Source: an optimization exercise on an open RTL-to-GDS flow (aim: small area). Production flows keep margins and buffers that such runs may drop.
Only simulation tests tie the RTL to the original design; equivalence was not proved.
Power and IR drop assume default switching activity.

==> design/flow/design.v <==
module dds_demod #(
    parameter int     SYMBOL_LEN = 300,
    parameter int     ACC_W      = 40,
    parameter longint ASK_THRESH = 268435456
) (
    input  logic               clk,
    input  logic               rst,
    input  logic               en,
    input  logic [3:0]         mode,
    input  logic               sym_start,
    input  logic               sample_valid,
    input  logic signed [11:0] wave,
    input  logic signed [11:0] ref_sin,
    input  logic signed [11:0] ref_cos,
    output logic [1:0]         data_out,
    output logic               data_valid,
    output logic               mode_err
);
    localparam int               CNT_W     = $clog2(SYMBOL_LEN);
    localparam logic [CNT_W-1:0] LAST_IDX  = CNT_W'(SYMBOL_LEN - 1);
    localparam logic [ACC_W-1:0] THRESH    = ACC_W'(ASK_THRESH);
    localparam logic [3:0]       MODE_ASK  = 4'b1000;
    localparam logic [3:0]       MODE_BPSK = 4'b1010;
    localparam logic [3:0]       MODE_QPSK = 4'b1100;
    typedef enum logic [1:0] {IDLE, INTEG, DUMP} state_t;
    state_t           state_reg, state_next;
    logic [CNT_W-1:0] cnt_reg, cnt_next;
    logic [3:0]       mode_q_reg, mode_q_next;
    logic             start, take, tag_first, tag_last;
    logic             s1_valid_reg, s1_first_reg, s1_last_reg;
    logic [3:0]       s1_mode_reg;
    logic             dump_reg;
    logic [3:0]       dump_mode_reg;
    logic [1:0]       data_out_reg;
    logic             data_valid_reg, mode_err_reg;
    logic signed [11:0]      carrier [2];
    logic signed [ACC_W-1:0] sum_w   [2];
    logic [ACC_W-2:0]        abs_w   [2];
    logic [ACC_W-1:0]        mag;
    logic [1:0]              dec_bits;
    logic                    dec_ok, dec_err;
    assign start = sym_start & sample_valid;
    always_comb begin
        state_next  = state_reg;
        cnt_next    = cnt_reg;
        mode_q_next = mode_q_reg;
        take        = 1'b0;
        tag_first   = 1'b0;
        tag_last    = 1'b0;
        case (state_reg)
            INTEG: begin
                if (start) begin
                    cnt_next    = CNT_W'(1);
                    mode_q_next = mode;
                    take        = 1'b1;
                    tag_first   = 1'b1;
                end else if (sample_valid) begin
                    take = 1'b1;
                    if (cnt_reg == LAST_IDX) begin
                        tag_last   = 1'b1;
                        cnt_next   = '0;
                        state_next = DUMP;
                    end else begin
                        cnt_next = cnt_reg + CNT_W'(1);
                    end
                end
            end
            default: begin
                state_next = IDLE;
                if (start) begin
                    state_next  = INTEG;
                    cnt_next    = CNT_W'(1);
                    mode_q_next = mode;
                    take        = 1'b1;
                    tag_first   = 1'b1;
                end
            end
        endcase
    end
    assign carrier[0] = ref_cos;
    assign carrier[1] = ref_sin;
    for (genvar gi = 0; gi < 2; gi++) begin : g_chan
        logic signed [23:0]      prod_reg;
        logic signed [ACC_W-1:0] acc_reg, sum_reg, prod_ext, total;
        logic [ACC_W-1:0]        neg;
        assign prod_ext = {{(ACC_W-24){prod_reg[23]}}, prod_reg};
        assign total    = (s1_first_reg ? '0 : acc_reg) + prod_ext;
        always_ff @(posedge clk or negedge rst) begin
            if (!rst) begin
                prod_reg <= '0;
                acc_reg  <= '0;
                sum_reg  <= '0;
            end else if (en) begin
                if (take)
                    prod_reg <= 24'(wave) * 24'(carrier[gi]);
                if (s1_valid_reg) begin
                    if (s1_last_reg) begin
                        sum_reg <= total;
                        acc_reg <= '0;
                    end else begin
                        acc_reg <= total;
                    end
                end
            end
        end
        assign neg        = -sum_reg;
        assign abs_w[gi]  = !sum_reg[ACC_W-1] ? sum_reg[ACC_W-2:0] :
                            (neg[ACC_W-1] ? '1 : neg[ACC_W-2:0]);
        assign sum_w[gi]  = sum_reg;
    end
    assign mag = {1'b0, abs_w[0]} + {1'b0, abs_w[1]};
    always_comb begin
        dec_bits = data_out_reg;
        dec_ok   = 1'b0;
        dec_err  = 1'b0;
        case (dump_mode_reg)
            MODE_ASK: begin
                dec_bits = {1'b0, mag >= THRESH};
                dec_ok   = 1'b1;
            end
            MODE_BPSK: begin
                dec_bits = {1'b0, sum_w[1][ACC_W-1]};
                dec_ok   = 1'b1;
            end
            MODE_QPSK: begin
                dec_bits = {sum_w[0][ACC_W-1], sum_w[1][ACC_W-1]};
                dec_ok   = 1'b1;
            end
            default: dec_err = 1'b1;
        endcase
    end
    always_ff @(posedge clk or negedge rst) begin
        if (!rst) begin
            state_reg      <= IDLE;
            cnt_reg        <= '0;
            mode_q_reg     <= '0;
            s1_valid_reg   <= 1'b0;
            s1_first_reg   <= 1'b0;
            s1_last_reg    <= 1'b0;
            s1_mode_reg    <= '0;
            dump_reg       <= 1'b0;
            dump_mode_reg  <= '0;
            data_out_reg   <= '0;
            data_valid_reg <= 1'b0;
            mode_err_reg   <= 1'b0;
        end else if (en) begin
            state_reg    <= state_next;
            cnt_reg      <= cnt_next;
            mode_q_reg   <= mode_q_next;
            s1_valid_reg <= take;
            s1_first_reg <= tag_first;
            s1_last_reg  <= tag_last;
            if (tag_last)
                s1_mode_reg <= mode_q_reg;
            dump_reg <= s1_valid_reg & s1_last_reg;
            if (s1_valid_reg & s1_last_reg)
                dump_mode_reg <= s1_mode_reg;
            data_valid_reg <= dump_reg & dec_ok;
            mode_err_reg   <= dump_reg & dec_err;
            if (dump_reg & dec_ok)
                data_out_reg <= dec_bits;
        end
    end
    assign data_out   = data_out_reg;
    assign data_valid = data_valid_reg & en;
    assign mode_err   = mode_err_reg & en;
endmodule
==> design/flow/run.sh <==
#!/bin/bash
# synth_recipe.tcl (not shown) runs the flow's synth.tcl, then flattens the netlist and writes it again
# the make line also repeats each setting of config.mk as NAME=value (left out here)
make -C /OpenROAD-flow-scripts/flow DESIGN_CONFIG=/design/flow/config.mk WORK_HOME=/design/flow/orfs CLKGATE_MAP_FILE= SYNTH_SCRIPT=/design/flow/synth_recipe.tcl finish
==> design/flow/config.mk <==
export PLATFORM = sky130hd
export DESIGN_NAME = dds_demod
export DESIGN_NICKNAME = dds_demod
export VERILOG_FILES = /design/flow/design.v
export SDC_FILE = /design/flow/constraint.sdc
export NUM_CORES = 4
export LEC_CHECK = 0
export CAP_MARGIN = 20
export CORE_MARGIN = 2
export CORE_UTILIZATION = 40
export SLEW_MARGIN = 20
==> design/flow/constraint.sdc <==
create_clock -name core_clock -period 10.0 [get_ports {clk}]
set_input_delay 2.0000 -clock core_clock [delete_from_list [all_inputs] [get_ports {clk}]]
set_output_delay 2.0000 -clock core_clock [all_outputs]
set_load 0.01 [all_outputs]
==> summary.txt <==
P_leak: 14.9 nW
max-cap viol count: 0
area occupied by multi-input gates: 19600 µm²
Mapped Nets: 3688
Synth top area share: 21.9%
class of the worst hold path: flip-flop to flip-flop
Final Non-Filler Cells: 4006
largest area contributor in the netlist: dfrtp_1
CP Data Arrival Time: 8300 ps
first-pass GRT wire length: 108000 µm
Slew @ Worst Pin: 1090 ps
DRC Markers: 0
Starting Density: 40.5%
Crit. End Element: flip-flop
post-route minimum period: 7900 ps
critical path peak fanout: 24
Slew headroom: 26.8%
Worst-Skew Late Latency: 570 ps
sequential cell area: 5980 µm²
CP Launch Type: primary input
RSZ-0062 raised after global routing: no
Core ar.: 67400 µm²
fin nets: 3656
Mapped Area: 27300 µm²
TritonCTS clock tree: built
Detailed Route WL: 63300 µm
CTS resizes: 0
maximum vdd drop: 0.230 mV
total grt overflow: 0
# diodes: 0
Final TNS setup: 0 ps
gr usage total: 18.5%
cells after synthesis: 3142
Avg Inst Size Synth: 8.68 µm²
CTS Hold Bufs: 0
number of cell rows: 95
async set or reset register ratio after synthesis: 100%
Max Clk Rate: 127 MHz
most common library cells after synthesis: nand2_1 (556), inv_1 (334), o21ai_0 (281)
layout cells sized above 1: 3.83%
register area share after synthesis: 21.9%
final setup fails: 0
synth top area cells: dfrtp_1 (22%), fa_1 (20%), ha_1 (10%)
Netlist cell types: 82
kind of critical path: primary input to flip-flop
largest net degree at the start of global routing: 111
clock-pin transition on the worst setup and hold timing paths: 60 ps
clk root buf: clkbuf_16
Pre-Repair DR Iteration Count: 5
WP data required: 10400 ps
EDFF count, synth: 0
CTS Buffer Depth: 3
DR vias/cell: 5.27
Port-buffer cells: 48
Die H: 265 µm
Initial DRC Count: 1208
per-cell routed wire length: 15.8 µm
area growth from synthesis to layout: 8.42%
Yosys reg bits: 239
final hold vios: 0
Slew Limit Fails: 0
total clock sinks: 239
Final period util: 79.0%
PD cells: 280 nW/µm²
placed cells: 3952
Post-synth top flop: dfrtp_1
vias in the first global route: 21400
IO Pins: 49
overall die width: 265 µm
Clock Skews: 33.3 ps
Die Area: 70300 µm²
initial antenna violation count: 0
status: complete, no violations
Synth warnings: 4
total number of vias: 21100
routability cong.: 0.870
hpwl dp: 48400 µm
htree depth: 1
Fill cells: 6748
most frequent cell after synthesis: nand2_1
postcts setup bufs: 0
CTS Buf Count: 29
Routed Antenna Nets: 0
-- path summary, 6_finish.rpt --
check                                             startpoint                            endpoint  slack (ps)  depth (start not counted)
max in group asynchronous                                rst            s1_first_reg$_DFFE_PN0P_        7040                          2
max                                                  wave[7]  g_chan[1].prod_reg[22]$_DFFE_PN0P_        2100                         20
max reg2reg                g_chan[1].sum_reg[19]$_DFFE_PN0P_         data_out_reg[0]$_DFFE_PN0P_        4500                         19
min in group asynchronous                                rst   g_chan[1].acc_reg[34]$_DFFE_PN0P_        1520                          1
min reg2reg                g_chan[1].acc_reg[28]$_DFFE_PN0P_   g_chan[1].acc_reg[28]$_DFFE_PN0P_         470                          2
min                        g_chan[1].acc_reg[28]$_DFFE_PN0P_   g_chan[1].acc_reg[28]$_DFFE_PN0P_         470                          2
-- kinds of logic (layout without fill, tap and decap cells) --
kind of cell	count (synthesis)	count (layout)	share of synthesized area [%]
compound gates	669	669	15.1
xor+xnor	198	198	6.41
fa+ha+maj	502	502	30.7
buf+inv	460	451	6.45
flops	239	239	21.9
mux	23	23	0.936
simple gates	1051	1051	18.4
-- critical path: stages --
cell and delay [ps]:
clkdlybuf4s50_1 1140, nand2_1 150, fa_1 530, inv_1 40, ha_1 270, inv_1 50
fa_1 530, fa_1 450, fa_1 550, inv_1 40, ha_1 320, a21oi_1 210
o21ai_0 130, a2111oi_0 610, o31ai_1 220, o21ai_0 270, o21ai_0 170, o41ai_1 350
xor2_1 180, o21ai_0 80
-- area by class of cell --
class / instances / share of cell area, %
inverters: 334 / 4.24
clock buffers: 34 / 2.62
multi-input cells: 2443 / 66.1
flip-flops and latches: 239 / 20.2
clock inverters: 20 / 1.08
well taps: 873 / 3.69
repair buffers: 63 / 2.02
-- per-layer routing --
metal | GRT usage, % | wire length [µm] | vias up
met5 | 0 | 0 | -
met4 | 3.66 | 1040 | 0
met3 | 1.43 | 1960 | 70
met2 | 31.8 | 30100 | 330
met1 | 25.7 | 30300 | 10400
li1 | - | - | 10300
-- metrics by stage --
stage          total power [mW]  utilization [%]  hold WS (ps)  area [µm²]  setup WS [ps]
6_report                   8.27             43.9           470       29600           2100
5_1_grt                    9.19             43.9           493       29600           1640
3_3_place_gp               7.07             42.3           454       28500           1720
4_1_cts                    8.36             43.9           475       29600           2120
2_1_floorplan              5.75                -           441       27300           3050
3_5_place_dp               7.10             42.3           463       28500           1550
-- cells in the final DEF, fill, tap and decap left out, types with 5 or more instances in the layout --
cell	instances
mux2_2	20
clkbuf_16	29
a31oi_1	21
nor2b_1	96
or4_1	9
nor2_1	84
nand2b_1	42
or2_2	6
a21boi_0	7
o41ai_1	13
nand4_1	20
or3_1	18
a21oi_1	118
a21o_1	66
nor3_1	34
ha_1	222
xor2_1	125
clkdlybuf4s50_1	47
o31ai_1	40
buf_4	15
inv_1	334
nand3_1	31
xnor2_1	72
o211ai_1	10
a211oi_1	12
clkinv_2	6
o21a_1	17
dfrtp_1	238
nand2_1	553
and3_1	15
bufinv_16	8
o21ai_0	281
nor4_1	5
fa_1	279
and2_1	111
o21bai_1	21
a31o_2	5
-- power breakdown --
group	internal, mW	switching, mW	total, mW	leakage (nW)
clock	0.761	0.436	1.20	0.531
sequential	1.21	0.178	1.39	3.13
combinational	2.44	3.24	5.69	11.2

## what the ideal ports hide
How much do the figures lean on ideal ports? The routed layout below was timed once more, with nothing changed but the port constraints. Step 1: set_driving_cell puts a clkbuf_16 on clk and a buf_2 on each other input, an assumption about the parent block. Step 2, shift: input delay + t, output delay - t, t = (earliest + latest rising clock arrival at the registers) / 2. This alone moves slack from input paths to output paths. a / b / c = ideal / step 1 / step 2; a / b = the first two.
t, ns: 0.607
setup slack, ns: 2.104 / 2.135 / 1.527
worst register clock-pin slew, ns: 0.06 / 0.06
worst data-port slew with drivers (ns): 0.05
After both steps setup and hold are still met in this run. The setup slack of this run moves by +0.031 ns with the drivers and by -0.577 ns with both steps.
